Background: an optimization exercise with open tools, aiming at small area and a short achievable clock period. Do not read the settings as production practice. Only simulation tests tie the RTL to the original design; equivalence was not proved.

==> flow/design.v <==
module mdu_add_row #(
  parameter int W = 35
) (
  input  logic [W-1:0] x,
  input  logic [W-1:0] y,
  input  logic         ci,
  output logic [W-1:0] s,
  output logic         co
);
  logic [W:0] c;
  assign c[0] = ci;
  for (genvar i = 0; i < W; i++) begin : g_bit
    assign {c[i+1], s[i]} = {1'b0, x[i]} + {1'b0, y[i]} + {1'b0, c[i]};
  end
  assign co = c[W];
endmodule
module mdu_csel_row #(
  parameter int L = 23
) (
  input  logic [34:0] x,
  input  logic [34:0] y,
  input  logic        ci,
  output logic [34:0] s,
  output logic        c33
);
  logic        cl, co0, co1;
  logic [32-L:0] su0, su1;
  mdu_add_row #(L)      u_lo (.x(x[L-1:0]), .y(y[L-1:0]), .ci(ci),   .s(s[L-1:0]), .co(cl));
  mdu_add_row #(33 - L) u_u0 (.x(x[32:L]),  .y(y[32:L]),  .ci(1'b0), .s(su0),      .co(co0));
  mdu_add_row #(33 - L) u_u1 (.x(x[32:L]),  .y(y[32:L]),  .ci(1'b1), .s(su1),      .co(co1));
  assign s[32:L] = cl ? su1 : su0;
  assign c33     = cl ? co1 : co0;
  logic unused;
  mdu_add_row #(2)      u_hi (.x(x[34:33]), .y(y[34:33]), .ci(c33),  .s(s[34:33]), .co(unused));
endmodule
module mdu_cneg (
  input  logic [31:0] v,
  input  logic        n,
  output logic [31:0] o
);
  logic [32:0] c;
  assign c[0] = 1'b0;
  for (genvar i = 0; i < 32; i++) begin : g_bit
    assign o[i]   = v[i] ^ c[i];
    assign c[i+1] = c[i] | (n & v[i]);
  end
endmodule
module mdu_bsel (
  input  logic [34:0] yx,
  input  logic        one,
  input  logic        two,
  input  logic        neg,
  output logic [34:0] o
);
  assign o[0] = (one & yx[0]) ^ neg;
  for (genvar i = 1; i < 35; i++) begin : g_bit
    assign o[i] = ((one & yx[i]) | (two & yx[i-1])) ^ neg;
  end
endmodule
module mdu_hilo #(
  parameter int MULT_CYCLES = 5,
  parameter int DIV_CYCLES  = 10
) (
  input  logic        clk,
  input  logic        reset,
  input  logic [3:0]  MDU_op,
  input  logic        start,
  input  logic        Req,
  input  logic [31:0] E_V1_f,
  input  logic [31:0] E_V2_f,
  output logic        busy,
  output logic [31:0] MDU_out
);
  localparam logic [3:0] OP_MULT  = 4'd1;
  localparam logic [3:0] OP_MULTU = 4'd2;
  localparam logic [3:0] OP_DIV   = 4'd3;
  localparam logic [3:0] OP_DIVU  = 4'd4;
  localparam logic [3:0] OP_MFHI  = 4'd5;
  localparam logic [3:0] OP_MFLO  = 4'd6;
  localparam logic [3:0] OP_MTHI  = 4'd7;
  localparam logic [3:0] OP_MTLO  = 4'd8;
  logic        busy_q;           
  logic        zh_q, zl_q;       
  logic        nh_q, nl_q;       
  logic [3:0]  k_q;              
  logic        mul_q;            
  logic        com_q;            
  logic        sgn_q;            
  logic        corr_q;           
  logic        bp_q;             
  logic        mc_q;             
  logic [1:0]  qt_q;             
  logic        ax_q;             
  logic [31:0] hi_q, lo_q, b_q;
  logic acc, op_mul, op_div, op_mult, op_div_s;
  assign acc      = start & ~Req & ~busy_q;
  assign op_mult  = (MDU_op == OP_MULT);
  assign op_mul   = (MDU_op == OP_MULT) | (MDU_op == OP_MULTU);
  assign op_div_s = (MDU_op == OP_DIV);
  assign op_div   = (MDU_op == OP_DIV) | (MDU_op == OP_DIVU);
  logic        a_neg, b_neg, bz, dsmall, q31, q30, r1;
  logic [1:0]  dlo, x2, r2;
  logic [31:0] a_abs;
  mdu_cneg u_aneg (.v(E_V1_f), .n(a_neg), .o(a_abs));
  always_comb begin
    a_neg  = op_div_s & E_V1_f[31];
    b_neg  = op_div_s & E_V2_f[31];
    bz     = (E_V2_f == 32'd0);
    dsmall = b_neg ? ((&E_V2_f[31:2]) & (|E_V2_f[1:0])) : ~(|E_V2_f[31:2]);
    dlo    = b_neg ? {E_V2_f[1] ^ E_V2_f[0], E_V2_f[0]} : E_V2_f[1:0];
    q31    = a_abs[31] & dsmall & (dlo == 2'd1);
    r1     = a_abs[31] & ~q31;
    x2     = {r1, a_abs[30]};
    q30    = dsmall & (x2 >= dlo);
    r2     = q30 ? (x2 - dlo) : x2;
  end
  logic dm, mm, mc;
  assign dm = ~mul_q;                        
  assign mm = mul_q & ~mc_q;                 
  assign mc = mc_q;                          
  logic        bs;
  logic [34:0] yx;
  assign bs = sgn_q & b_q[31];
  assign yx = {bs, bs, bs, b_q};
  logic [3:0] one, two, neg, bd_one, bd_two, bd_neg;
  logic [8:0] bw;
  assign bw = {lo_q[7:0], bp_q};
  for (genvar r = 0; r < 4; r++) begin : g_booth
    assign bd_one[r] = bw[2*r+1] ^ bw[2*r];
    assign bd_two[r] = (bw[2*r+2] & ~bw[2*r+1] & ~bw[2*r]) | (~bw[2*r+2] & bw[2*r+1] & bw[2*r]);
    assign bd_neg[r] = bw[2*r+2] & ~(bw[2*r+1] & bw[2*r]);
  end
  always_comb begin
    one = bd_one;
    two = bd_two;
    neg = bd_neg;
    if (dm) begin
      one[2:0] = 3'b111;
      two[2:0] = 3'b000;
      neg[2:0] = {3{~bs}};
    end
    if (mc) begin
      one[0] = corr_q;
      two[0] = 1'b0;
      neg[0] = 1'b0;
    end
  end
  logic [34:0] x1, x2r, x3, x4, y1, y2, y3, y4, s1, s2, s3, s4, rr1, rr2, rr3;
  logic        c1, c2, c3, c4;
  assign x1 = {hi_q[31], hi_q[31], hi_q, dm ? lo_q[29] : ax_q};
  mdu_bsel u_y1 (.yx(yx), .one(one[0]), .two(two[0]), .neg(neg[0]), .o(y1));
  mdu_csel_row u_r1 (.x(x1), .y(y1), .ci(neg[0]), .s(s1), .c33(c1));
  assign rr1 = {s1[34:32], ~c1 ? x1[31:0] : s1[31:0]};
  assign x2r = dm ? {s1[34], s1[34], rr1[31:0], lo_q[28]} : {s1[34], s1[34], s1[34:2]};
  mdu_bsel u_y2 (.yx(yx), .one(one[1]), .two(two[1]), .neg(neg[1]), .o(y2));
  mdu_csel_row u_r2 (.x(x2r), .y(y2), .ci(neg[1]), .s(s2), .c33(c2));
  assign rr2 = {s2[34:32], ~c2 ? x2r[31:0] : s2[31:0]};
  assign x3 = dm ? {s2[34], s2[34], rr2[31:0], lo_q[27]} : {s2[34], s2[34], s2[34:2]};
  mdu_bsel u_y3 (.yx(yx), .one(one[2]), .two(two[2]), .neg(neg[2]), .o(y3));
  mdu_csel_row u_r3 (.x(x3), .y(y3), .ci(neg[2]), .s(s3), .c33(c3));
  assign rr3 = {s3[34:32], ~c3 ? x3[31:0] : s3[31:0]};
  assign x4 = {s3[34], s3[34], s3[34:2]};
  mdu_bsel u_y4 (.yx(yx), .one(one[3]), .two(two[3]), .neg(neg[3]), .o(y4));
  mdu_add_row u_r4 (.x(x4), .y(y4), .ci(neg[3]), .s(s4), .co(c4));
  logic last;
  assign last = mul_q ? (k_q == 4'd4) : (k_q == 4'd9);
  always_ff @(posedge clk or negedge reset) begin
    if (!reset) begin
      busy_q <= 1'b0;
      zh_q   <= 1'b1;
      zl_q   <= 1'b1;
    end else begin
      if (busy_q) begin
        if (last) busy_q <= 1'b0;
      end else if (acc && (op_mul || op_div)) begin
        busy_q <= 1'b1;
      end
      if (acc && ((MDU_op == OP_MTHI) || op_mul || (op_div && !bz))) zh_q <= 1'b0;
      if (acc && ((MDU_op == OP_MTLO) || op_mul || (op_div && !bz))) zl_q <= 1'b0;
    end
  end
  always_ff @(posedge clk) begin
    bp_q <= busy_q & lo_q[7];
    mc_q <= busy_q & mul_q & (k_q == 4'd3);
    if (!busy_q) begin
      b_q    <= E_V2_f;
      k_q    <= 4'd0;
      mul_q  <= op_mul;
      com_q  <= op_mul | ~bz;
      sgn_q  <= op_mult | op_div_s;
      corr_q <= (MDU_op == OP_MULTU) & E_V1_f[31];
    end else begin
      k_q <= k_q + 4'd1;
    end
    if (acc) begin
      case (MDU_op)
        OP_MTHI: begin
          hi_q <= E_V1_f;
          nh_q <= 1'b0;
        end
        OP_MTLO: begin
          lo_q <= E_V1_f;
          nl_q <= 1'b0;
        end
        OP_MULT, OP_MULTU: begin
          ax_q <= 1'b0;
          hi_q <= 32'd0;
          lo_q <= E_V1_f;
          nh_q <= 1'b0;
          nl_q <= 1'b0;
        end
        OP_DIV, OP_DIVU: begin
          if (!bz) begin
            hi_q <= {30'd0, r2};
            lo_q <= a_abs;
            qt_q <= {q31, q30};
            nh_q <= a_neg;
            nl_q <= a_neg ^ b_neg;
          end
        end
        default: ;
      endcase
    end else if (busy_q && com_q) begin
      if (mm) begin
        {hi_q, ax_q} <= s4[34:2];
        lo_q         <= {s4[1:0], s3[1:0], s2[1:0], s1[1:0], lo_q[31:8]};
      end else if (mc) begin
        hi_q <= s1[31:0];
      end else begin
        hi_q <= rr3[31:0];
        lo_q <= {last ? qt_q : lo_q[28:27], lo_q[26:0], c1, c2, c3};
      end
    end
  end
  logic [31:0] hi_out, lo_out;
  mdu_cneg u_hneg (.v(hi_q), .n(nh_q), .o(hi_out));
  mdu_cneg u_lneg (.v(lo_q), .n(nl_q), .o(lo_out));
  assign busy    = busy_q;
  assign MDU_out = ({32{(MDU_op == OP_MFHI) & ~zh_q}} & hi_out) |
                   ({32{(MDU_op == OP_MFLO) & ~zl_q}} & lo_out);
endmodule
==> flow/flow/run.sh <==
#!/bin/bash
# The standard layout (standard.sh) with two changes:
#  * synthesis maps with a plain area-recovery ABC script (strash, dch, amap)
#    (flow/abc_amap.script); everything else in synthesis is synth_recipe.tcl as is,
#    so the registers, their names and cell types are the standard synthesis's;
#  * the port buffers that global placement inserts on every input and output are buf_2
#    cells rather than the delay-buffer cell buffer_ports picks by default.
set -euo pipefail
cd "$(dirname "$0")/.."
work=$(pwd)
{
  head -n 1 synth_recipe.tcl
  echo "proc abc {args} {"
  echo "  set i [lsearch -exact \$args -script]"
  echo "  if {\$i >= 0} { lset args [expr {\$i + 1}] {$work/flow/abc_amap.script} }"
  echo "  yosys abc {*}\$args"
  echo "}"
  tail -n +2 synth_recipe.tcl
} > own_synth.tcl
export BUFFER_PORTS_ARGS="-buffer_cell sky130_fd_sc_hd__buf_2"
bash standard.sh SYNTH_SCRIPT="$work/own_synth.tcl" finish > standard_flow.log 2>&1
==> flow/flow/abc_amap.script <==
strash
dch
amap
topo
stime -c
==> flow/standard.sh <==
#!/bin/bash
# synth_recipe.tcl (not shown) runs the flow's synth.tcl, then flattens the netlist and writes it again
# the make line also repeats each setting of config.mk as NAME=value (left out here)
make -C /OpenROAD-flow-scripts/flow DESIGN_CONFIG=/design/flow/config.mk WORK_HOME=/design/flow/orfs CLKGATE_MAP_FILE= SYNTH_SCRIPT=/design/flow/synth_recipe.tcl "${@:-finish}"
==> flow/config.mk <==
export PLATFORM = sky130hd
export DESIGN_NAME = mdu_hilo
export DESIGN_NICKNAME = mdu_hilo
export VERILOG_FILES = /design/flow/design.v
export SDC_FILE = /design/flow/constraint.sdc
export NUM_CORES = 4
export LEC_CHECK = 0
export ABC_AREA = 1
export CAP_MARGIN = 30
export CORE_MARGIN = 2
export CORE_UTILIZATION = 40
export CTS_BUF_LIST = sky130_fd_sc_hd__clkbuf_8
export CTS_CLUSTER_SIZE = 40
export SLEW_MARGIN = 30
==> flow/constraint.sdc <==
create_clock -name core_clock -period 105.0 [get_ports {clk}]
set_input_delay 21.0000 -clock core_clock [delete_from_list [all_inputs] [get_ports {clk}]]
set_output_delay 21.0000 -clock core_clock [all_outputs]
set_load 0.01 [all_outputs]
==> reports/metrics.yaml, run 1 <==
status: "no timing/DRC/antenna violations"
grt_pass1_vias: 13800
totalWireLength_um: 55000
holdPathStages: 1
first_pass_iters: 8
start_util: 0.408
final_common_cell: "o22ai_1"
rsz0062_at_grt: "no"
io_buffer_count: 104
grt_pass1_wl_um: 84100
boundaryPins: 105
dp_hpwl_um: 41900
drv_cap: 0
max_freq_mhz: 22.7
use_met2: 0.447
relSlewSlack: 0.396
finalCritPeriodShare: 0.419
grt_busiest_layer: "met2"
criticalPathCategory: "in2out"
diodes: 0
cp-end-kind: "output port"
globalRouteMet3Util: 0.0638
post-route-util: 0.460
post_drt_wl_per_cell_um: 23.6
gr-total-overflow: 0
syn_nets: 1944
cts_setup_buffers: 0
holdBufCountCts: 0
dieArea_um2: 36900
holdCritPathClass: "reg2reg"
clock_skew_ns: 0.0168
synth_top_flop_cell: "edfxtp_1"
yosys_register_bits: 114
routed_via_density: 6.41
htreeDepth: 4
vias: 14900
antenna_found_initial: 0
setup_violations: 0
synth_area_um2: 14200
r2r-start: "mc_q$_DFF_P_"
fin_crit_ns: 43.98
dieWidth_um: 192
arrival_ns: 22.98
clock_latency_ns: 0.48
cts_tree: "yes"
rrSetupSlack_ns: 64.23
final_hold_viol_count: 0
async_flop_share: 0.0263
grt_max_degree: 72
cts.path.max_buffers: 2
hp-start: "k_q[0]$_SDFF_PN0_"
r2r_cells: 105
core_um2: 34700
worstPathMaxFanout: 22
synthCells: 1701
tightest_slew_ns: 0.896
die_y_um: 192
synth.distinct_cells: 48
drc: 0
grt_use_met1: 0.442
setup_tns_ns: 0
drive_gt1_frac: 0.100
cts-root-buf: "clkbuf_8"
drtIter0Drc: 2172
areaGrowthSynthToFinish_pct: 12.8
cts.sinks: 114
rr_endpoint: "hi_q[30]$_DFFE_PP_"
path_clk_slew_ns: 0.07
seq_area_frac_synth: 0.236
yosysWarnings: 1
min_to: "k_q[0]$_SDFF_PN0_"
grtUsageTotal: 0.302
worst_ep_required_time_ns: 84.00
finalWeightedCongestion: 0.933
final_cell_mix: "o22ai_1 (281), clkinv_1 (272), o21ai_0 (208), nor2_1 (158), fa_1 (157)"
cts_resized: 0
rows: 68
cts_made_buffers: 17
synth_edf_count: 105
start_kind: "input port"
detail-route-antenna-nets: 0
avgSynthCellArea_um2: 8.33
slew_violations: 0
nets: 2102
registers in the layout (all words and copies together), names as in the netlist:
signal  flops
com_q       1
ax_q        1
nh_q        1
mul_q       1
nl_q        1
zl_q        1
corr_q      1
lo_q       32
b_q        32
k_q         4
zh_q        1
busy_q      1
mc_q        1
sgn_q       1
hi_q       32
bp_q        1
qt_q        2
worst max path at each step:
stage          cells past startpoint             from                  to  slack [ns]
5_1_grt                            7        MDU_op[1]         MDU_out[30]       60.88
3_5_place_dp                       8        MDU_op[3]         MDU_out[30]       61.05
6_report                           8        MDU_op[3]         MDU_out[30]       61.02
2_1_floorplan                     98  mul_q$_DFFE_PN_  hi_q[30]$_DFFE_PP_       60.22
4_1_cts                            8        MDU_op[3]         MDU_out[30]       61.05
3_3_place_gp                       8        MDU_op[3]         MDU_out[30]       61.16
layout make-up:
class,instances,area [um^2]
repair buffers,139,783
multi-input cells,1314,9890
fillers,3436,18700
clock inverters,14,116
inverters,273,1020
flip-flops and latches,114,3350
well taps,455,569
clock buffers,18,248
per-stage QoR:
| step | instances | instance area [um^2] | setup WS, ns | hold slack, ns |
|---|---|---|---|---|
| 2_1_floorplan | 1701 | 14200 | 60.22 | 0.426 |
| 3_3_place_gp | 2295 | 15600 | 61.16 | 0.451 |
| 3_5_place_dp | 2295 | 15600 | 61.05 | 0.461 |
| 4_1_cts | 2327 | 16000 | 61.05 | 0.478 |
| 5_1_grt | 2327 | 16000 | 60.88 | 0.506 |
| 6_report | 2327 | 16000 | 61.02 | 0.469 |
per-layer routing:
layer	part of all wire	up-vias
li1	-	6851
met1	0.43	7098
met2	0.43	871
met3	0.11	99
met4	0.031	0
met5	0	-
critical path: stages:
cell and delay (ns):
buf_2 0.10, clkinv_1 0.05, nand2_1 0.12, nor4_2 0.23
buf_4 0.24, clkinv_1 0.52, o32ai_1 0.51, buf_2 0.20
kinds of logic (layout without fill, tap and decap cells):
family,after synthesis,after routing,synth area share
AND/OR/NAND/NOR,364,364,0.105
buffers and inverters,273,444,0.0723
AO/OA/AOI/OAI,777,777,0.350
XOR/XNOR,2,2,0.00124
flip-flops,114,114,0.236
adder cells (fa/ha/maj),171,171,0.234
synthesized netlist by cell type (7+ instances only):
| library cell | instances | share of area |
|---|---|---|
| o32ai_1 | 29 | 0.018 |
| nand4_1 | 8 | 0.0035 |
| ha_1 | 14 | 0.012 |
| clkinv_1 | 273 | 0.072 |
| a2bb2o_1 | 13 | 0.0092 |
| edfxtp_1 | 105 | 0.22 |
| o221ai_1 | 29 | 0.018 |
| fa_1 | 157 | 0.22 |
| nor2_1 | 163 | 0.043 |
| nand2_1 | 146 | 0.039 |
| o311ai_0 | 7 | 0.0043 |
| nor4_1 | 8 | 0.0035 |
| a222oi_1 | 34 | 0.024 |
| a21oi_1 | 111 | 0.039 |
| o21ai_0 | 210 | 0.074 |
| a221oi_1 | 12 | 0.0074 |
| nor3_1 | 8 | 0.0028 |
| o221a_1 | 7 | 0.0056 |
| o22ai_1 | 285 | 0.13 |
==> run 2, diff against run 1 <==
--- a/flow/config.mk
+++ b/flow/config.mk
@@ -11,4 +11,2 @@
 export CORE_UTILIZATION = 40
-export CTS_BUF_LIST = sky130_fd_sc_hd__clkbuf_8
-export CTS_CLUSTER_SIZE = 40
 export SLEW_MARGIN = 30
==> run 2 against run 1 <==
Against the previous run:
- wire length increased by 0.70%
- global-route usage rose by 0.15 points
- non-clock buffer count unchanged
- flip-flop and latch count did not move
- sequential share of layout area down 0.25 points
- still clean
==> reports/metrics.yaml, run 2 <==
cts-root-buf: "clkbuf_16"
critical_path.top_delay_family: "buffers and inverters"
grt_pass1_wl_um: 84400
hp-start: "k_q[0]$_SDFF_PN0_"
final_common_cell: "o22ai_1"
cts_tree: "yes"
vias: 15100
synthCells: 1701
setup_tns_ns: 0
setup_violations: 0
cpPeakStageDelay_ns: 0.53
yosysWarnings: 1
worstPathMaxFanout: 22
r2r_cells: 105
die_y_um: 192
holdPathStages: 1
yosys_register_bits: 114
yosysTopAreaCell: "edfxtp_1"
post-place-ws_ns: 61.05
synth_most_common_cell: "o22ai_1"
top_regs: "b_q x32, hi_q x32, lo_q x32"
rr_endpoint: "hi_q[30]$_DFFE_PP_"
grt_max_degree: 72
holdCritPathClass: "reg2reg"
holdBufCountCts: 0
fillerInstances: 3419
finalCritPeriodShare: 0.419
post_drt_wl_per_cell_um: 23.8
status: "no timing/DRC/antenna violations"
totalWireLength_um: 55400
final_hold_viol_count: 0
nets: 2102
synth_area_um2: 14200
relSlewSlack: 0.426
syn_nets: 1944
min_to: "k_q[0]$_SDFF_PN0_"
drive_gt1_frac: 0.100
crit_path_cell_trace: "buf_2 > clkinv_1 > nand2_1 > nor4_2 > buf_4 > clkinv_1 > o32ai_1 > buf_2"
cts_resized: 0
synth_top_area_share: 0.223
max_freq_mhz: 22.7
drv_cap: 0
drc: 0
cts.path.max_buffers: 2
grt_pass1_vias: 14000
start_util: 0.408
synth_edf_count: 105
dieWidth_um: 192
synth_top_flop_cell: "edfxtp_1"
seq_area_frac_synth: 0.236
layout_setup_ws_ns: 61.03
gr-total-overflow: 0
rrSetupSlack_ns: 64.22
cts.sinks: 114
detail-route-antenna-nets: 0
clock_skew_ns: 0.00864
first_pass_iters: 8
routed_via_density: 6.47
tightest_slew_ns: 0.857
cts_made_buffers: 17
io_buffer_count: 104
core_um2: 34700
r2r-start: "mc_q$_DFF_P_"
ys_top_cells_by_count: "o22ai_1 (285), clkinv_1 (273), o21ai_0 (210)"
start_kind: "input port"
async_flop_share: 0.0263
path_clk_slew_ns: 0.06
cts_setup_buffers: 0
cp-end-kind: "output port"
htreeDepth: 4
fin_crit_ns: 43.97
synth.distinct_cells: 48
rows: 68
antenna_found_initial: 0
dieArea_um2: 36900
final_cell_mix: "o22ai_1 (281), clkinv_1 (272), o21ai_0 (208), nor2_1 (158), fa_1 (157)"
worst_ep_required_time_ns: 84.00
arrival_ns: 22.97
clock_latency_ns: 0.44
crit_slowest_cell: "clkinv_1"
boundaryPins: 105
synth.area.top_cells: "edfxtp_1 (22%), fa_1 (22%), o22ai_1 (13%)"
drtIter0Drc: 2247
slew_violations: 0
rsz0062_at_grt: "no"
avgSynthCellArea_um2: 8.33
dp_hpwl_um: 41900
grtUsageTotal: 0.304
criticalPathCategory: "in2out"
critPathBufInv: 5
areaGrowthSynthToFinish_pct: 14.2
finalWeightedCongestion: 0.933
==> run 2: cell counts after synthesis <==
Identical to the previous run, type by type.
==> run 2: metal layers <==
layer / GRT usage / wire (um) / vias up
met5: 0 / 0 / -
met2: 0.449 / 23600 / 949
met1: 0.441 / 23400 / 7163
met4: 0.0948 / 1710 / 0
met3: 0.0671 / 6620 / 103
li1: - / - / 6850
==> run 2: kinds of logic (layout without fill, tap and decap cells) <==
logic type / after synthesis / in the layout / share of synthesized area
compound gates: 777 / 777 / 0.350
xor+xnor: 2 / 2 / 0.00124
fa+ha+maj: 171 / 171 / 0.234
buf+inv: 273 / 444 / 0.0723
flops: 114 / 114 / 0.236
other cells: 0 / 1 / 0
simple gates: 364 / 364 / 0.105
==> run 2: stage by stage <==
stage / util / hold slack (ns) / area [um^2] / cells
after floorplan: - / 0.426 / 14200 / 1701
after global placement: 0.450 / 0.451 / 15600 / 2295
after detailed placement: 0.450 / 0.461 / 15600 / 2295
after CTS: 0.466 / 0.473 / 16200 / 2327
after global routing: 0.466 / 0.501 / 16200 / 2327
final: 0.466 / 0.465 / 16200 / 2328
==> run 2: layout make-up <==
class / instances / area, um^2 / share of cell area
repair buffers: 139 / 783 / 0.0484
inverters: 273 / 1020 / 0.0634
clock inverters: 12 / 109 / 0.00673
well taps: 455 / 569 / 0.0352
multi-input cells: 1314 / 9890 / 0.611
flip-flops and latches: 114 / 3350 / 0.207
clock buffers: 20 / 447 / 0.0276
diodes: 1 / 2.50 / 0.000155
==> run 2: worst max-delay path by stage <==
stage | slack [ns] | depth (start not counted) | startpoint | endpoint
6_report | 61.03 | 8 | MDU_op[3] | MDU_out[30]
5_1_grt | 60.88 | 7 | MDU_op[1] | MDU_out[30]
4_1_cts | 61.05 | 8 | MDU_op[3] | MDU_out[30]
3_5_place_dp | 61.05 | 8 | MDU_op[3] | MDU_out[30]
3_3_place_gp | 61.16 | 8 | MDU_op[3] | MDU_out[30]
2_1_floorplan | 60.22 | 98 | mul_q$_DFFE_PN_ | hi_q[30]$_DFFE_PP_
==> run 3, diff against run 2 <==
==> flow/run.sh (new file) <==
#!/bin/bash
# synth_recipe.tcl (not shown) runs the flow's synth.tcl, then flattens the netlist and writes it again
# the make line also repeats each setting of config.mk as NAME=value (left out here)
make -C /OpenROAD-flow-scripts/flow DESIGN_CONFIG=/design/flow/config.mk WORK_HOME=/design/flow/orfs CLKGATE_MAP_FILE= SYNTH_SCRIPT=/design/flow/synth_recipe.tcl finish
removed: flow/flow/run.sh
removed: flow/flow/abc_amap.script
removed: flow/standard.sh
==> run 3 against run 2 <==
Against the previous run:
- non-clock buffer count shrank 6
- wire length grew 3.1%
- critical path depth grew 1
- core utilization shrank 0.50 points
- synthesized cell count grew 17%
- register-to-register slack lost 1.0 ns
- area after synthesis grew 11%
- critical path type unchanged
==> reports/metrics.yaml, run 3 <==
cts_resized: 0
io_buffer_count: 104
seq_area_frac_synth: 0.214
yosys_register_bits: 114
post_drt_wl_per_cell_um: 22.3
nets: 2266
cts_made_buffers: 17
worstPathMaxFanout: 20
clock_latency_ns: 0.44
synth-xor-area-share: 0.0911
synthSimpleGateAreaFrac: 0.172
grt_pass1_wl_um: 87800
avgSynthCellArea_um2: 7.90
die_y_um: 202
finalWeightedCongestion: 0.925
synth_top_family_by_area: "compound AO/OA/AOI/OAI gates"
critical_path.top_delay_family: "buffers and inverters"
grt_max_degree: 95
holdCritPathClass: "reg2reg"
detail-route-antenna-nets: 0
worst_ep_required_time_ns: 84.00
start_util: 0.405
grtUsageTotal: 0.280
grt_pass1_vias: 14400
finalCritPeriodShare: 0.423
htreeDepth: 4
first_pass_iters: 6
setup_tns_ns: 0
async_flop_share: 0.0263
final_cells: 2554
relSlewSlack: 0.340
synth_mux_area_frac: 0.00511
vias: 15100
dieWidth_um: 202
tightest_slew_ns: 0.988
totalWireLength_um: 57100
yosys.area_share.adder: 0.212
slew_violations: 0
crit_path_cell_trace: "clkdlybuf4s50_1 > inv_1 > nor2_1 > nand4_1 > buf_4 > inv_1 > o21ai_0 > o22ai_1 > clkdlybuf4s50_1"
cts.path.max_buffers: 2
synth.distinct_cells: 53
synth.area.top_cells: "edfxtp_1 (20%), fa_1 (20%), nand2_1 (9.2%)"
path_clk_slew_ns: 0.06
cts_tree: "yes"
core_um2: 38600
dp_hpwl_um: 43900
fin_crit_ns: 44.43
ys_top_cells_by_count: "nand2_1 (385), inv_1 (248), fa_1 (157)"
final_cell_mix: "nand2_1 (383), inv_1 (247), fa_1 (157), o21ai_0 (152), xor2_1 (149)"
areaGrowthSynthToFinish_pct: 13.7
cp.depth: 9
status: "no timing/DRC/antenna violations"
synth_edf_count: 105
synth_area_um2: 15700
setup_violations: 0
holdBufCountCts: 0
top_regs: "b_q x32, hi_q x32, lo_q x32"
holdPathStages: 2
cp-end-kind: "output port"
syn_nets: 2226
cts-root-buf: "clkbuf_16"
yosysTopAreaCell: "edfxtp_1"
critPathBufInv: 5
synth_top_area_share: 0.201
synth_top_flop_cell: "edfxtp_1"
start_kind: "input port"
dieArea_um2: 40800
drc: 0
drive_gt1_frac: 0.0565
synth_compound_area_frac: 0.215
drtIter0Drc: 1764
boundaryPins: 105
routed_via_density: 5.92
arrival_ns: 23.43
drv_cap: 0
cts_setup_buffers: 0
cts.sinks: 114
gr-total-overflow: 0
clock_skew_ns: 0.00768
cpPeakStageDelay_ns: 0.56
placed_cells: 2522
max_freq_mhz: 22.5
synth_most_common_cell: "nand2_1"
rows: 72
rsz0062_at_grt: "no"
yosysWarnings: 1
criticalPathCategory: "in2out"
final_common_cell: "nand2_1"
diodes: 0
antenna_found_initial: 1
final_hold_viol_count: 0
r2r_cells: 108
synthCells: 1983
crit_slowest_cell: "clkdlybuf4s50_1"
-- run 3: changes by cell type after synthesis, moves of 43 or more --
| cell | change |
|---|---|
| xor2_1 | +148 |
| clkbuf_1 | +86 |
| o22ai_1 | -141 |
| nor2_1 | -56 |
| o211ai_1 | +43 |
| inv_1 | +248 |
| nand2_1 | +239 |
| o21ai_0 | -57 |
| clkinv_1 | -267 |
-- run 3: metal layers --
layer | track usage | routed length, um | vias up
li1 | - | - | 6890
met1 | 0.399 | 24500 | 7329
met2 | 0.432 | 25400 | 808
met3 | 0.0527 | 5660 | 94
met4 | 0.0838 | 1570 | 0
met5 | 0.00714 | 0 | -
-- run 3: final timing paths --
| kind | start | to | slack (ns) |
|---|---|---|---|
| worst max-delay path | MDU_op[2] | MDU_out[28] | 60.57 |
| worst min-delay path | zh_q$_DFFE_PN1P_ | zh_q$_DFFE_PN1P_ | 0.47 |
| worst max register to register | mul_q$_DFFE_PN_ | hi_q[30]$_DFFE_PP_ | 63.21 |
| worst min register to register | zh_q$_DFFE_PN1P_ | zh_q$_DFFE_PN1P_ | 0.47 |
| max in group asynchronous | reset | zh_q$_DFFE_PN1P_ | 84.03 |
| min in group asynchronous | reset | busy_q$_DFF_PN0_ | 20.75 |
-- run 3: through the flow --
| step | hold WS, ns | area [um^2] | setup WS, ns | util |
|---|---|---|---|---|
| 6_report | 0.469 | 17800 | 60.57 | 0.461 |
| 5_1_grt | 0.494 | 17800 | 60.28 | 0.461 |
| 4_1_cts | 0.473 | 17800 | 60.54 | 0.461 |
| 3_5_place_dp | 0.461 | 17200 | 60.54 | 0.444 |
| 3_3_place_gp | 0.460 | 17100 | 60.58 | 0.444 |
| 2_1_floorplan | 0.436 | 15700 | 61.97 | - |
-- run 3: final cells by class --
cell class,count,area (um^2)
clock buffers,19,453
clock inverters,13,183
fillers,3809,20800
inverters,256,962
multi-input cells,1501,11000
flip-flops and latches,114,3350
well taps,518,648
repair buffers,133,1270
-- run 3: kinds of logic (layout without fill, tap and decap cells) --
group,Yosys count,in the layout
AND/OR/NAND/NOR,610,610
AO/OA/AOI/OAI,549,549
buffers and inverters,368,421
adder cells (fa/ha/maj),171,171
XOR/XNOR,163,163
flip-flops,114,114
multiplexers,8,8
-- run 3: worst register-to-register path: cells and delay by family, from the launching register on --
kind / cells / cell delay (ns)
buffers and inverters: 13 / 3.76
AOI/OAI and AO/OA: 7 / 1.39
xor gates and xnor gates: 1 / 0.11
and+or+nand+nor: 7 / 0.91
adders and majority gates: 80 / 35.10
DFF: 1 / 0.32
==> run 4, diff against run 3 <==
--- a/flow/design.v
+++ b/flow/design.v
@@ -35,5 +35,6 @@
 endmodule
-module mdu_cneg (
+module mdu_cinc (
   input  logic [31:0] v,
-  input  logic        n,
+  input  logic        inv,
+  input  logic        inc,
   output logic [31:0] o
@@ -41,6 +42,6 @@
   logic [32:0] c;
-  assign c[0] = 1'b0;
+  assign c[0] = inc;
   for (genvar i = 0; i < 32; i++) begin : g_bit
-    assign o[i]   = v[i] ^ c[i];
-    assign c[i+1] = c[i] | (n & v[i]);
+    assign o[i]   = v[i] ^ inv ^ c[i];
+    assign c[i+1] = c[i] & (v[i] ^ inv);
   end
@@ -83,3 +84,6 @@
   logic        zh_q, zl_q;       
-  logic        nh_q, nl_q;       
+  logic        nh_q;             
+  logic        nl_q;             
+  logic        lw_q;             
+  logic        w_q;              
   logic [3:0]  k_q;              
@@ -100,6 +104,5 @@
   assign op_div   = (MDU_op == OP_DIV) | (MDU_op == OP_DIVU);
-  logic        a_neg, b_neg, bz, dsmall, q31, q30, r1;
-  logic [1:0]  dlo, x2, r2;
-  logic [31:0] a_abs;
-  mdu_cneg u_aneg (.v(E_V1_f), .n(a_neg), .o(a_abs));
+  logic        a_neg, b_neg, bz, bhz, bho, dsmall, q31, q30, r1, w0, w1, w2;
+  logic [1:0]  at, dlo, x2, r2;
+  logic [4:1]  dk;               
   always_comb begin
@@ -108,9 +111,17 @@
     bz     = (E_V2_f == 32'd0);
-    dsmall = b_neg ? ((&E_V2_f[31:2]) & (|E_V2_f[1:0])) : ~(|E_V2_f[31:2]);
-    dlo    = b_neg ? {E_V2_f[1] ^ E_V2_f[0], E_V2_f[0]} : E_V2_f[1:0];
-    q31    = a_abs[31] & dsmall & (dlo == 2'd1);
-    r1     = a_abs[31] & ~q31;
-    x2     = {r1, a_abs[30]};
+    bhz    = ~(|E_V2_f[31:3]);
+    bho    = &E_V2_f[31:3];
+    for (int k = 1; k <= 4; k++)
+      dk[k] = b_neg ? (bho & (E_V2_f[2:0] == 3'(8 - k))) : (bhz & (E_V2_f[2:0] == 3'(k)));
+    dsmall = |dk[3:1];
+    dlo    = dk[1] ? 2'd1 : dk[2] ? 2'd2 : dk[3] ? 2'd3 : 2'd0;
+    at     = E_V1_f[31:30] ^ {2{a_neg}};
+    w0     = dk[1];
+    q31    = at[1] & dk[1];
+    r1     = at[1] & ~q31;
+    w1     = q31 ? (w0 & at[1]) : (at[1] ? dk[2] : dk[1]);
+    x2     = {r1, at[0]};
     q30    = dsmall & (x2 >= dlo);
     r2     = q30 ? (x2 - dlo) : x2;
+    w2     = q30 ? (w1 & at[0]) : dk[3'(x2) + 3'd1];
   end
@@ -149,3 +160,5 @@
   logic        c1, c2, c3, c4;
-  assign x1 = {hi_q[31], hi_q[31], hi_q, dm ? lo_q[29] : ax_q};
+  logic [2:0] db;
+  assign db = lo_q[29:27] ^ {3{nh_q}};
+  assign x1 = {hi_q[31], hi_q[31], hi_q, dm ? db[2] : ax_q};
   mdu_bsel u_y1 (.yx(yx), .one(one[0]), .two(two[0]), .neg(neg[0]), .o(y1));
@@ -153,3 +166,3 @@
   assign rr1 = {s1[34:32], ~c1 ? x1[31:0] : s1[31:0]};
-  assign x2r = dm ? {s1[34], s1[34], rr1[31:0], lo_q[28]} : {s1[34], s1[34], s1[34:2]};
+  assign x2r = dm ? {s1[34], s1[34], rr1[31:0], db[1]} : {s1[34], s1[34], s1[34:2]};
   mdu_bsel u_y2 (.yx(yx), .one(one[1]), .two(two[1]), .neg(neg[1]), .o(y2));
@@ -157,3 +170,3 @@
   assign rr2 = {s2[34:32], ~c2 ? x2r[31:0] : s2[31:0]};
-  assign x3 = dm ? {s2[34], s2[34], rr2[31:0], lo_q[27]} : {s2[34], s2[34], s2[34:2]};
+  assign x3 = dm ? {s2[34], s2[34], rr2[31:0], db[0]} : {s2[34], s2[34], s2[34:2]};
   mdu_bsel u_y3 (.yx(yx), .one(one[2]), .two(two[2]), .neg(neg[2]), .o(y3));
@@ -161,2 +174,6 @@
   assign rr3 = {s3[34:32], ~c3 ? x3[31:0] : s3[31:0]};
+  logic wa, wb, wc;
+  assign wa = c1 ? (w_q & db[2]) : (&s1[32:0]);
+  assign wb = c2 ? (wa  & db[1]) : (&s2[32:0]);
+  assign wc = c3 ? (wb  & db[0]) : (&s3[32:0]);
   assign x4 = {s3[34], s3[34], s3[34:2]};
@@ -203,2 +220,3 @@
           nl_q <= 1'b0;
+          lw_q <= 1'b0;
         end
@@ -210,2 +228,3 @@
           nl_q <= 1'b0;
+          lw_q <= 1'b0;
         end
@@ -214,3 +233,3 @@
             hi_q <= {30'd0, r2};
-            lo_q <= a_abs;
+            lo_q <= E_V1_f;
             qt_q <= {q31, q30};
@@ -218,2 +237,4 @@
             nl_q <= a_neg ^ b_neg;
+            lw_q <= a_neg;
+            w_q  <= w2;
           end
@@ -231,2 +252,3 @@
         lo_q <= {last ? qt_q : lo_q[28:27], lo_q[26:0], c1, c2, c3};
+        w_q  <= wc;
       end
@@ -235,6 +257,6 @@
   logic [31:0] hi_out, lo_out;
-  mdu_cneg u_hneg (.v(hi_q), .n(nh_q), .o(hi_out));
-  mdu_cneg u_lneg (.v(lo_q), .n(nl_q), .o(lo_out));
+  assign hi_out = hi_q ^ {32{nh_q}};
+  mdu_cinc u_lout (.v(lo_q), .inv(nl_q), .inc(nl_q ^ (lw_q & w_q)), .o(lo_out));
   assign busy    = busy_q;
-  assign MDU_out = ({32{(MDU_op == OP_MFHI) & ~zh_q}} & hi_out) |
+  assign MDU_out = ({32{(MDU_op == OP_MFHI) & ~zh_q & ~(nh_q & w_q)}} & hi_out) |
                    ({32{(MDU_op == OP_MFLO) & ~zl_q}} & lo_out);
==> flow/flow/run.sh (new file) <==
#!/bin/bash
# The standard layout (standard.sh) with two changes:
#  * synthesis maps with a plain area-recovery ABC script (strash, dch, amap)
#    (flow/abc_amap.script); everything else in synthesis is synth_recipe.tcl as is,
#    so the registers, their names and cell types are the standard synthesis's;
#  * the port buffers that global placement inserts on every input and output are buf_2
#    cells rather than the delay-buffer cell buffer_ports picks by default.
set -euo pipefail
cd "$(dirname "$0")/.."
work=$(pwd)
{
  head -n 1 synth_recipe.tcl
  echo "proc abc {args} {"
  echo "  set i [lsearch -exact \$args -script]"
  echo "  if {\$i >= 0} { lset args [expr {\$i + 1}] {$work/flow/abc_amap.script} }"
  echo "  yosys abc {*}\$args"
  echo "}"
  tail -n +2 synth_recipe.tcl
} > own_synth.tcl
export BUFFER_PORTS_ARGS="-buffer_cell sky130_fd_sc_hd__buf_2"
bash standard.sh SYNTH_SCRIPT="$work/own_synth.tcl" finish > standard_flow.log 2>&1
==> flow/flow/abc_amap.script (new file) <==
strash
dch
amap
topo
stime -c
==> flow/standard.sh (new file) <==
#!/bin/bash
# synth_recipe.tcl (not shown) runs the flow's synth.tcl, then flattens the netlist and writes it again
# the make line also repeats each setting of config.mk as NAME=value (left out here)
make -C /OpenROAD-flow-scripts/flow DESIGN_CONFIG=/design/flow/config.mk WORK_HOME=/design/flow/orfs CLKGATE_MAP_FILE= SYNTH_SCRIPT=/design/flow/synth_recipe.tcl "${@:-finish}"
--- a/flow/config.mk
+++ b/flow/config.mk
@@ -8,5 +8,7 @@
 export ABC_AREA = 1
-export CAP_MARGIN = 30
+export CAP_MARGIN = 60
 export CORE_MARGIN = 2
 export CORE_UTILIZATION = 40
-export SLEW_MARGIN = 30
+export CTS_BUF_LIST = sky130_fd_sc_hd__clkbuf_8
+export CTS_CLUSTER_SIZE = 40
+export SLEW_MARGIN = 60
removed: flow/run.sh
==> run 4 against run 3 <==
Against the previous run:
- critical path type unchanged
- clock-buffer cell count stayed put
- non-clock buffer count grew 13
- final cell count decreased by 9.5%
- worst hold slack improved by 0.018 ns
- flip-flop and latch count up 2
- critical endpoint is now MDU_out[24]
==> reports/metrics.yaml, run 4 <==
status: "no timing/DRC/antenna violations"
yosys_register_bits: 116
grt_pass1_wl_um: 89400
synth_edf_count: 107
max_freq_mhz: 23.0
finalWeightedCongestion: 0.990
synthSimpleGateAreaFrac: 0.139
antenna_found_initial: 1
r2r-start: "mul_q$_DFFE_PN_"
post_drt_wl_per_cell_um: 25.7
synth_top_family_by_area: "compound AO/OA/AOI/OAI gates"
cts_made_buffers: 17
drtIter0Drc: 1861
rrSetupSlack_ns: 63.67
start_util: 0.406
synth_most_common_cell: "o22ai_1"
first_pass_iters: 8
grtUsageTotal: 0.328
yosysTopAreaCell: "edfxtp_1"
synth-xor-area-share: 0
finalInstanceArea_um2: 16100
syn_nets: 1951
final_cell_mix: "o22ai_1 (263), nand2_1 (224), clkinv_1 (198), nor2_1 (164), o21ai_0 (160)"
synth_area_um2: 14100
routed_via_density: 6.50
yosys.area_share.adder: 0.262
clock_latency_ns: 0.49
core_um2: 34600
final_hold_viol_count: 0
tightest_slew_ns: 0.603
cp-end-kind: "output port"
htreeDepth: 4
fin_crit_ns: 43.48
grt_pass1_vias: 14200
synthCells: 1678
io_buffer_count: 104
cts_resized: 0
holdPathStages: 1
slew_violations: 0
holdBufCountCts: 0
setup_violations: 0
hp-start: "zh_q$_DFFE_PN1P_"
boundaryPins: 105
relSlewSlack: 0.596
clock_skew_ns: 0.0242
cts.sinks: 116
gr-total-overflow: 0
startpoint: "MDU_op[0]"
dp_hpwl_um: 42900
die_y_um: 192
holdCritPathClass: "reg2reg"
synth_mux_area_frac: 0
rsz0062_at_grt: "no"
top_regs: "b_q x32, hi_q x32, lo_q x32"
areaGrowthSynthToFinish_pct: 14.7
grt_max_degree: 68
arrival_ns: 22.48
drv_cap: 0
dieWidth_um: 192
placed_cell_area_um2: 15600
synth_top_area_share: 0.228
synth.area.top_cells: "edfxtp_1 (23%), fa_1 (22%), o22ai_1 (12%)"
synth_compound_area_frac: 0.303
finalCritPeriodShare: 0.414
synth.distinct_cells: 38
ys_top_cells_by_count: "o22ai_1 (268), nand2_1 (224), clkinv_1 (200)"
setup_tns_ns: 0
worstPathMaxFanout: 20
cts.path.max_buffers: 2
drc: 0
cts-root-buf: "clkbuf_8"
dieArea_um2: 36700
rows: 68
final_common_cell: "o22ai_1"
r2r_cells: 109
async_flop_share: 0.0259
worst_ep_required_time_ns: 84.00
detail-route-antenna-nets: 0
start_kind: "input port"
criticalPathCategory: "in2out"
avgSynthCellArea_um2: 8.39
synth_top_flop_cell: "edfxtp_1"
path_clk_slew_ns: 0.08
cts_setup_buffers: 0
yosysWarnings: 1
vias: 15000
cts_tree: "yes"
drive_gt1_frac: 0.112
seq_area_frac_synth: 0.242
totalWireLength_um: 59400
nets: 2116
==> run 4: cell type report <==
| type | count | area, um^2 |
|---|---|---|
| timing repair buffer | 146 | 848 |
| clock buffer | 19 | 262 |
| fill | 3400 | 18500 |
| tap | 455 | 569 |
| multi-input combinational | 1362 | 10100 |
| antenna | 1 | 2.50 |
| inverter | 200 | 752 |
| sequential | 116 | 3410 |
| clock inverter | 13 | 213 |
==> run 4: cells by family after synthesis <==
| kind of cell | count (synthesis) |
|---|---|
| simple gates | 473 |
| buf+inv | 200 |
| flops | 116 |
| compound gates | 688 |
| fa+ha+maj | 201 |
==> run 4: final timing paths <==
kind	end
worst max-delay path	MDU_out[24]
worst min-delay path	zh_q$_DFFE_PN1P_
worst max register to register	hi_q[30]$_DFFE_PP_
worst min register to register	zh_q$_DFFE_PN1P_
max in group asynchronous	zl_q$_DFFE_PN1P_
min in group asynchronous	busy_q$_DFF_PN0_
==> run 4: through the flow <==
stage               hold slack (ns)  setup slack [ns]  utilization  cells
floorplan                     0.442             60.13            -   1678
global placement              0.458             61.60        0.449   2275
detailed placement            0.468             61.51        0.451   2277
CTS                           0.486             61.51        0.465   2309
global route                  0.501             61.31        0.466   2312
finish                        0.487             61.52        0.466   2312
==> run 4: metal layers <==
metal | vias to the layer above | part of all wire | global-route usage
li1 | 6723 | - | -
met1 | 7211 | 0.40 | 0.441
met2 | 962 | 0.45 | 0.510
met3 | 143 | 0.12 | 0.0937
met4 | 0 | 0.036 | 0.108
met5 | - | 0 | 0
==> run 4: worst max-delay path, cell delays in order <==
cell	delay, ns
buf_2	0.13
clkinv_1	0.10
nor3_1	0.17
nand2_1	0.33
buf_4	0.37
o21ai_0	0.20
buf_2	0.16
==> run 5, diff against run 4 <==
--- a/flow/config.mk
+++ b/flow/config.mk
@@ -8,3 +8,3 @@
 export ABC_AREA = 1
-export CAP_MARGIN = 60
+export CAP_MARGIN = 10
 export CORE_MARGIN = 2
@@ -13,2 +13,2 @@
 export CTS_CLUSTER_SIZE = 40
-export SLEW_MARGIN = 60
+export SLEW_MARGIN = 10
==> run 5 against run 4 <==
Against the previous run:
- still clean
- clock-buffer cell count is the same
- fmax is essentially flat
- cell area shrank 0.81%
- final cell count shrank 0.22%
- area after synthesis is the same
- sequential share of layout area grew 0.17 points
- die area is the same
- non-clock buffer count shrank 4
- global-route usage is essentially flat
- worst hold slack lost 0.00076 ns
- register-to-register slack lost 0.54 ns
==> reports/metrics.yaml, run 5 <==
rows: 68
status: "no timing/DRC/antenna violations"
synth_most_common_cell: "o22ai_1"
cts-root-buf: "clkbuf_8"
io_buffer_count: 104
relSlewSlack: 0.415
grt_pass1_wl_um: 89500
yosysTopAreaCell: "edfxtp_1"
cp-end-kind: "output port"
vias: 14900
synth_edf_count: 107
avgSynthCellArea_um2: 8.39
top_regs: "b_q x32, hi_q x32, lo_q x32"
final_hold_viol_count: 0
first_pass_iters: 8
cts_resized: 0
synthCells: 1678
final_common_cell: "o22ai_1"
slew_violations: 0
post-route-util: 0.463
seqCellArea_um2: 3410
critical_path.top_delay_family: "buffers and inverters"
synth_top_area_share: 0.228
yosys_register_bits: 116
setup_tns_ns: 0
start_kind: "input port"
dp_hpwl_um: 42900
die_y_um: 192
grt_max_degree: 68
path_clk_slew_ns: 0.08
core_um2: 34600
routed_via_density: 6.46
antenna_found_initial: 0
diodes: 0
multiInputGateArea_um2: 10000
drc: 0
fin_crit_ns: 43.51
criticalPathCategory: "in2out"
fillerInstances: 3454
async_flop_share: 0.0259
synth.area.top_cells: "edfxtp_1 (23%), fa_1 (22%), o22ai_1 (12%)"
cpPeakStageDelay_ns: 0.37
yosysWarnings: 1
ys_top_cells_by_count: "o22ai_1 (268), nand2_1 (224), clkinv_1 (200)"
start_util: 0.406
gr-total-overflow: 0
worstPathMaxFanout: 20
worst_ep_required_time_ns: 84.00
boundaryPins: 105
rsz0062_at_grt: "no"
areaGrowthSynthToFinish_pct: 13.8
finalWeightedCongestion: 0.990
post-place-ws_ns: 61.52
setup_violations: 0
dieArea_um2: 36700
drv_cap: 0
clock_latency_ns: 0.50
cts_setup_buffers: 0
grt_pass1_vias: 14200
synth_area_um2: 14100
holdBufCountCts: 0
layout_setup_ws_ns: 61.49
holdCritPathClass: "reg2reg"
grtUsageTotal: 0.329
crit_slowest_cell: "buf_4"
cts_made_buffers: 17
nets: 2112
drive_gt1_frac: 0.102
htreeDepth: 4
critPathBufInv: 4
totalWireLength_um: 58800
max_freq_mhz: 23.0
cts_tree: "yes"
crit_path_cell_trace: "buf_2 > clkinv_1 > nand2_1 > nor3_1 > nand2_1 > buf_4 > o21ai_0 > buf_2"
drtIter0Drc: 1760
finalCritPeriodShare: 0.414
detail-route-antenna-nets: 0
seq_area_frac_synth: 0.242
synth_top_flop_cell: "edfxtp_1"
dieWidth_um: 192
tightest_slew_ns: 0.877
cts.path.max_buffers: 2
hold-worst-slack_ns: 0.486
syn_nets: 1951
post_drt_wl_per_cell_um: 25.5
synth.distinct_cells: 38
final_cell_mix: "o22ai_1 (264), nand2_1 (224), clkinv_1 (199), o21ai_0 (167), nor2_1 (165)"
cts.sinks: 116
clock_skew_ns: 0.0238
arrival_ns: 22.51
==> run 5: metal layers <==
layer	GRT usage	part of all wire
met2	0.502	0.45
met3	0.0928	0.12
met4	0.114	0.036
met1	0.447	0.40
met5	0	0
==> run 5: cell type report <==
| type | instances | share of cell area |
|---|---|---|
| Clock buffer | 19 | 0.0163 |
| Clock inverter | 13 | 0.0133 |
| Inverter | 200 | 0.0469 |
| Multi-Input combinational cell | 1362 | 0.625 |
| Sequential cell | 116 | 0.213 |
| Tap cell | 455 | 0.0355 |
| Timing Repair Buffer | 142 | 0.0503 |
==> run 5: worst min-delay path: stages, from the launching register on <==
cell,delay [ns]
dfxtp_1,0.33
clkinv_1,0.06
a211oi_1,0.05
==> run 5: stage by stage <==
step                      cells  cell area, um^2
after floorplan            1678            14100
after global placement     2275            15500
after detailed placement   2275            15500
after CTS                  2307            16000
after global routing       2307            16000
final                      2307            16000
==> run 5: path summary, 6_finish.rpt <==
| check | from | endpoint | slack, ns | cells after the start |
|---|---|---|---|---|
| max in group asynchronous | reset | zh_q$_DFFE_PN1P_ | 84.49 | 1 |
| worst min register to register | k_q[3]$_SDFF_PN0_ | k_q[3]$_SDFF_PN0_ | 0.49 | 2 |
| worst min-delay path | k_q[3]$_SDFF_PN0_ | k_q[3]$_SDFF_PN0_ | 0.49 | 2 |
| worst max-delay path | MDU_op[3] | MDU_out[16] | 61.49 | 8 |
| worst max register to register | mul_q$_DFFE_PN_ | hi_q[30]$_DFFE_PP_ | 63.13 | 109 |
| min in group asynchronous | reset | busy_q$_DFF_PN0_ | 20.31 | 1 |
==> run 5: kinds of logic (layout without fill, tap and decap cells) <==
family,count (synthesis),count (layout),share of synthesized area
fa+ha+maj,201,201,0.262
buf+inv,200,374,0.0533
compound gates,688,688,0.303
flops,116,116,0.242
simple gates,473,473,0.139
==> run 6, diff against run 5 <==
--- a/flow/config.mk
+++ b/flow/config.mk
@@ -8,3 +8,3 @@
 export ABC_AREA = 1
-export CAP_MARGIN = 10
+export CAP_MARGIN = 30
 export CORE_MARGIN = 2
@@ -13,2 +13,2 @@
 export CTS_CLUSTER_SIZE = 40
-export SLEW_MARGIN = 10
+export SLEW_MARGIN = 30
==> run 6 against run 5 <==
Against the previous run:
- critical path depth is the same
- wire length stayed put
- global-route usage is the same
- largest cell class unchanged
- die area did not move
- core utilization unchanged
- first-iteration DRC count is the same
- critical path type unchanged
==> reports/metrics.yaml, run 6 <==
rrSetupSlack_ns: 63.13
grt_max_degree: 68
cts_made_buffers: 17
cts_resized: 0
diodes: 0
cts_setup_buffers: 0
tightest_slew_ns: 0.877
slew_violations: 0
status: "no timing/DRC/antenna violations"
nets: 2112
post_drt_wl_per_cell_um: 25.5
path_clk_slew_ns: 0.08
boundaryPins: 105
final_cell_mix: "o22ai_1 (264), nand2_1 (224), clkinv_1 (199), o21ai_0 (167), nor2_1 (165)"
cts-root-buf: "clkbuf_8"
criticalPathCategory: "in2out"
dieWidth_um: 192
synth_top_flop_cell: "edfxtp_1"
post-route-util: 0.463
cts.path.max_buffers: 2
routed_via_density: 6.46
setup_tns_ns: 0
rows: 68
min_to: "k_q[3]$_SDFF_PN0_"
clock_skew_ns: 0.0238
cts_tree: "yes"
synthCells: 1678
top_regs: "b_q x32, hi_q x32, lo_q x32"
dp_hpwl_um: 42900
grt_pass1_vias: 14200
final_common_cell: "o22ai_1"
cpPeakStageDelay_ns: 0.37
drv_cap: 0
yosysWarnings: 1
relSlewSlack: 0.415
arrival_ns: 22.51
holdBufCountCts: 0
async_flop_share: 0.0259
first_pass_iters: 8
drtIter0Drc: 1760
r2r_cells: 109
synth.distinct_cells: 38
die_y_um: 192
gr-total-overflow: 0
rsz0062_at_grt: "no"
holdCritPathClass: "reg2reg"
drive_gt1_frac: 0.102
start_util: 0.406
finalInstanceArea_um2: 16000
rr_endpoint: "hi_q[30]$_DFFE_PP_"
areaGrowthSynthToFinish_pct: 13.8
totalWireLength_um: 58800
cp-end-kind: "output port"
synth.area.top_cells: "edfxtp_1 (23%), fa_1 (22%), o22ai_1 (12%)"
crit_path_cell_trace: "buf_2 > clkinv_1 > nand2_1 > nor3_1 > nand2_1 > buf_4 > o21ai_0 > buf_2"
synth_area_um2: 14100
detail-route-antenna-nets: 0
seq_area_frac_synth: 0.242
placed_cell_area_um2: 15500
antenna_found_initial: 0
fin_crit_ns: 43.51
core_um2: 34600
worstPathMaxFanout: 20
synth_top_area_share: 0.228
r2r-start: "mul_q$_DFFE_PN_"
grtUsageTotal: 0.329
ys_top_cells_by_count: "o22ai_1 (268), nand2_1 (224), clkinv_1 (200)"
finalCritPeriodShare: 0.414
setup_violations: 0
synth_most_common_cell: "o22ai_1"
hp-start: "k_q[3]$_SDFF_PN0_"
dieArea_um2: 36700
vias: 14900
start_kind: "input port"
cts.sinks: 116
crit_slowest_cell: "buf_4"
syn_nets: 1951
clock_latency_ns: 0.50
fillerInstances: 3454
avgSynthCellArea_um2: 8.39
holdPathStages: 2
yosysTopAreaCell: "edfxtp_1"
worst_ep_required_time_ns: 84.00
synth_edf_count: 107
grt_pass1_wl_um: 89500
final_hold_viol_count: 0
startpoint: "MDU_op[3]"
yosys_register_bits: 116
finalWeightedCongestion: 0.990
htreeDepth: 4
io_buffer_count: 104
drc: 0
max_freq_mhz: 23.0
## run 6: how the worst max path moves through the flow
stage | to | slack, ns | cells after the start
final | MDU_out[16] | 61.49 | 8
after global routing | MDU_out[30] | 61.28 | 8
after CTS | MDU_out[16] | 61.51 | 8
after detailed placement | MDU_out[16] | 61.52 | 8
after global placement | MDU_out[15] | 61.60 | 8
after floorplan | MDU_out[31] | 60.13 | 4
## run 6: cells by family (layout without fill, tap and decap cells)
family	Yosys count	after routing	synth area share
compound gates	688	688	0.303
fa+ha+maj	201	201	0.262
buf+inv	200	374	0.0533
flops	116	116	0.242
simple gates	473	473	0.139
## run 6: cell type report
type                       instances  area [um^2]  share of cell area
multi-input combinational       1362        10000               0.625
sequential                       116         3410               0.213
timing repair buffer             142          806              0.0503
inverter                         200          751              0.0469
tap                              455          569              0.0355
clock buffer                      19          262              0.0163
clock inverter                    13          213              0.0133
## run 6: routing by layer
metal / track usage / share of wire
met1: 0.447 / 0.40
met3: 0.0928 / 0.12
met5: 0 / 0
met2: 0.502 / 0.45
met4: 0.114 / 0.036
## run 6: stage by stage
stage,cells,worst slack [ns],hold WS [ns]
2_1_floorplan,1678,60.13,0.442
3_3_place_gp,2275,61.60,0.458
3_5_place_dp,2275,61.52,0.468
4_1_cts,2307,61.51,0.486
5_1_grt,2307,61.28,0.501
6_report,2307,61.49,0.486
## run 6: worst max-delay path, delay by kind of cell
family / cells / cell delay, ns
AO/OA/AOI/OAI: 1 / 0.20
buffers and inverters: 4 / 0.69
AND/OR/NAND/NOR: 3 / 0.60
==> run 7, diff against run 6 <==
--- a/flow/config.mk
+++ b/flow/config.mk
@@ -10,3 +10,3 @@
 export CORE_MARGIN = 2
-export CORE_UTILIZATION = 40
+export CORE_UTILIZATION = 50
 export CTS_BUF_LIST = sky130_fd_sc_hd__clkbuf_8
==> run 7 against run 6 <==
Against the previous run:
- still clean on timing, DRC and antenna
- die area down 20%
- cell area down 0.73%
- final cell count down 3.5%
- wire length down 0.90%
- sequential share of layout area up 0.16 points
- highest routed layer is now met5
==> reports/metrics.yaml, run 7 <==
start_util: 0.507
setup_violations: 0
worstPathMaxFanout: 15
totalWireLength_um: 58200
htreeDepth: 4
max_freq_mhz: 23.1
drive_gt1_frac: 0.102
grt_max_degree: 68
grt_use_met1: 0.549
clock_latency_ns: 0.51
routed_via_density: 6.77
yosys_register_bits: 116
synth.distinct_cells: 38
vias: 15100
grtUsageTotal: 0.406
criticalPathCategory: "in2out"
grt_pass1_wl_um: 87900
rsz0062_at_grt: "no"
final_cells: 2227
dp_hpwl_um: 42300
use_met2: 0.627
grt_busiest_layer: "met2"
cts_tree: "yes"
r2r-start: "mc_q$_DFF_P_"
crit_path_cell_trace: "buf_2 > clkinv_1 > nand2_1 > nor4_2 > buf_4 > nand2_1 > o21ai_0 > buf_2"
synthCells: 1678
worst_ep_required_time_ns: 84.00
seq_area_frac_synth: 0.242
placed_cells: 2196
globalRouteMet3Util: 0.110
clock_skew_ns: 0.0191
nets: 2110
drc: 0
path_clk_slew_ns: 0.07
hold-worst-slack_ns: 0.485
rows: 61
detail-route-antenna-nets: 0
placed_cell_area_um2: 15400
post_drt_wl_per_cell_um: 26.1
io_buffer_count: 104
final_common_cell: "o22ai_1"
rr_endpoint: "hi_q[30]$_DFFE_PP_"
cts_made_buffers: 17
cts.sinks: 116
finalInstanceArea_um2: 15900
fin_crit_ns: 43.23
final_cell_mix: "o22ai_1 (264), nand2_1 (224), clkinv_1 (199), o21ai_0 (166), nor2_1 (165)"
synth_area_um2: 14100
synth_most_common_cell: "o22ai_1"
cpPeakStageDelay_ns: 0.34
r2r_cells: 105
top_regs: "b_q x32, hi_q x32, lo_q x32"
core_um2: 27800
relSlewSlack: 0.390
setup_tns_ns: 0
areaGrowthSynthToFinish_pct: 13.0
first_pass_iters: 5
dieArea_um2: 29500
holdCritPathClass: "reg2reg"
synth_top_area_share: 0.228
min_to: "k_q[3]$_SDFF_PN0_"
synth_top_flop_cell: "edfxtp_1"
rrSetupSlack_ns: 62.44
slew_violations: 0
hp-start: "k_q[3]$_SDFF_PN0_"
drv_cap: 0
finalCritPeriodShare: 0.412
finalWeightedCongestion: 0.961
cts.path.max_buffers: 2
final_hold_viol_count: 0
cts-root-buf: "clkbuf_8"
grt_pass1_vias: 14200
holdPathStages: 2
yosysTopAreaCell: "edfxtp_1"
status: "no timing/DRC/antenna violations"
holdBufCountCts: 0
diodes: 0
yosysWarnings: 1
syn_nets: 1951
start_kind: "input port"
boundaryPins: 105
antenna_found_initial: 1
die_y_um: 172
dieWidth_um: 172
cts_setup_buffers: 0
cts_resized: 0
cp-end-kind: "output port"
synth_edf_count: 107
tightest_slew_ns: 0.913
gr-total-overflow: 0
ys_top_cells_by_count: "o22ai_1 (268), nand2_1 (224), clkinv_1 (200)"
synth.area.top_cells: "edfxtp_1 (23%), fa_1 (22%), o22ai_1 (12%)"
avgSynthCellArea_um2: 8.39
crit_slowest_cell: "buf_4"
async_flop_share: 0.0259
drtIter0Drc: 2285
startpoint: "MDU_op[3]"
arrival_ns: 22.23
-- run 7: cell types whose count changed in the layout (fill, tap and decap cells not counted), sizes merged --
cell / previous run / this run
buf: 142 / 140
clkbuf: 19 / 17
inv: 7 / 4
clkinv: 200 / 203
clkinvlp: 0 / 1
-- run 7: how the worst max path moves through the flow --
stage	end	slack, ns	cells past startpoint
global placement	MDU_out[14]	61.81	7
global route	hi_q[30]$_DFFE_PP_	61.02	105
detailed placement	MDU_out[0]	61.77	7
finish	MDU_out[0]	61.77	8
CTS	MDU_out[0]	61.77	7
floorplan	MDU_out[31]	60.13	4
-- run 7: cell families (layout without fill, tap and decap cells) --
kind of cell / after synthesis / count (layout) / synth area share
AOI/OAI and AO/OA: 688 / 688 / 0.303
adders and majority gates: 201 / 201 / 0.262
buffers and inverters: 200 / 371 / 0.0533
DFF: 116 / 116 / 0.242
and+or+nand+nor: 473 / 473 / 0.139
-- run 7: worst max-delay path: cells and delay by family --
family	cells	cell delay, ns
buffers and inverters	4	0.65
AOI/OAI and AO/OA	1	0.09
and+or+nand+nor	3	0.49
-- run 7: through the flow --
step	worst slack, ns	util
finish	61.77	0.572
global route	61.02	0.572
CTS	61.77	0.572
detailed placement	61.77	0.556
global placement	61.81	0.556
floorplan	60.13	-
-- run 7: metal layers --
layer	vias to the layer above	wire length, um
met2	1039	26100
li1	6705	-
met3	154	6960
met1	7167	23000
met4	2	2110
met5	-	13
-- run 7: cell type report --
class | instances | area [um^2]
multi-input cells | 1362 | 10000
fillers | 2677 | 11900
well taps | 378 | 473
repair buffers | 140 | 791
clock buffers | 17 | 234
inverters | 200 | 754
flip-flops and latches | 116 | 3410
clock inverters | 14 | 218

-- port drivers added, routing unchanged --
In the flow no input, the clock included, has a driving cell. The finished layouts below were timed again as built, in two steps. Step 1 (the two cells are an assumption about what drives the block):
set clk [get_ports {clk}]
set_driving_cell -lib_cell sky130_fd_sc_hd__clkbuf_16 $clk
set_driving_cell -lib_cell sky130_fd_sc_hd__buf_2 [delete_from_list [all_inputs] $clk]
Step 2, shift: input delay + t, output delay - t, t = (earliest + latest rising clock arrival at the registers) / 2. This alone moves slack from input paths to output paths. Three values: ideal ports, drivers, drivers and shift; two values: the first two.
run	shift t [ns]	setup slack, ns	worst register clock-pin slew, ns	pins driven straight from the clock port
run 1	0.512	61.024 / 61.003 / 61.003	0.09 / 0.09	1
run 2	0.486	61.033 / 61.013 / 61.013	0.06 / 0.06	1
run 3	0.486	60.565 / 60.541 / 60.541	0.06 / 0.06	1
run 4	0.530	61.518 / 61.497 / 61.497	0.09 / 0.09	1
run 5	0.533	61.493 / 61.473 / 61.473	0.09 / 0.09	1
run 6	0.533	61.493 / 61.473 / 61.473	0.09 / 0.09	1
run 7	0.552	61.774 / 61.751 / 61.751	0.09 / 0.09	1
After both steps every run listed still meets setup and hold. For run 3, which loses most, drivers alone change the setup slack by -0.024 ns; drivers and shift together by -0.024 ns.
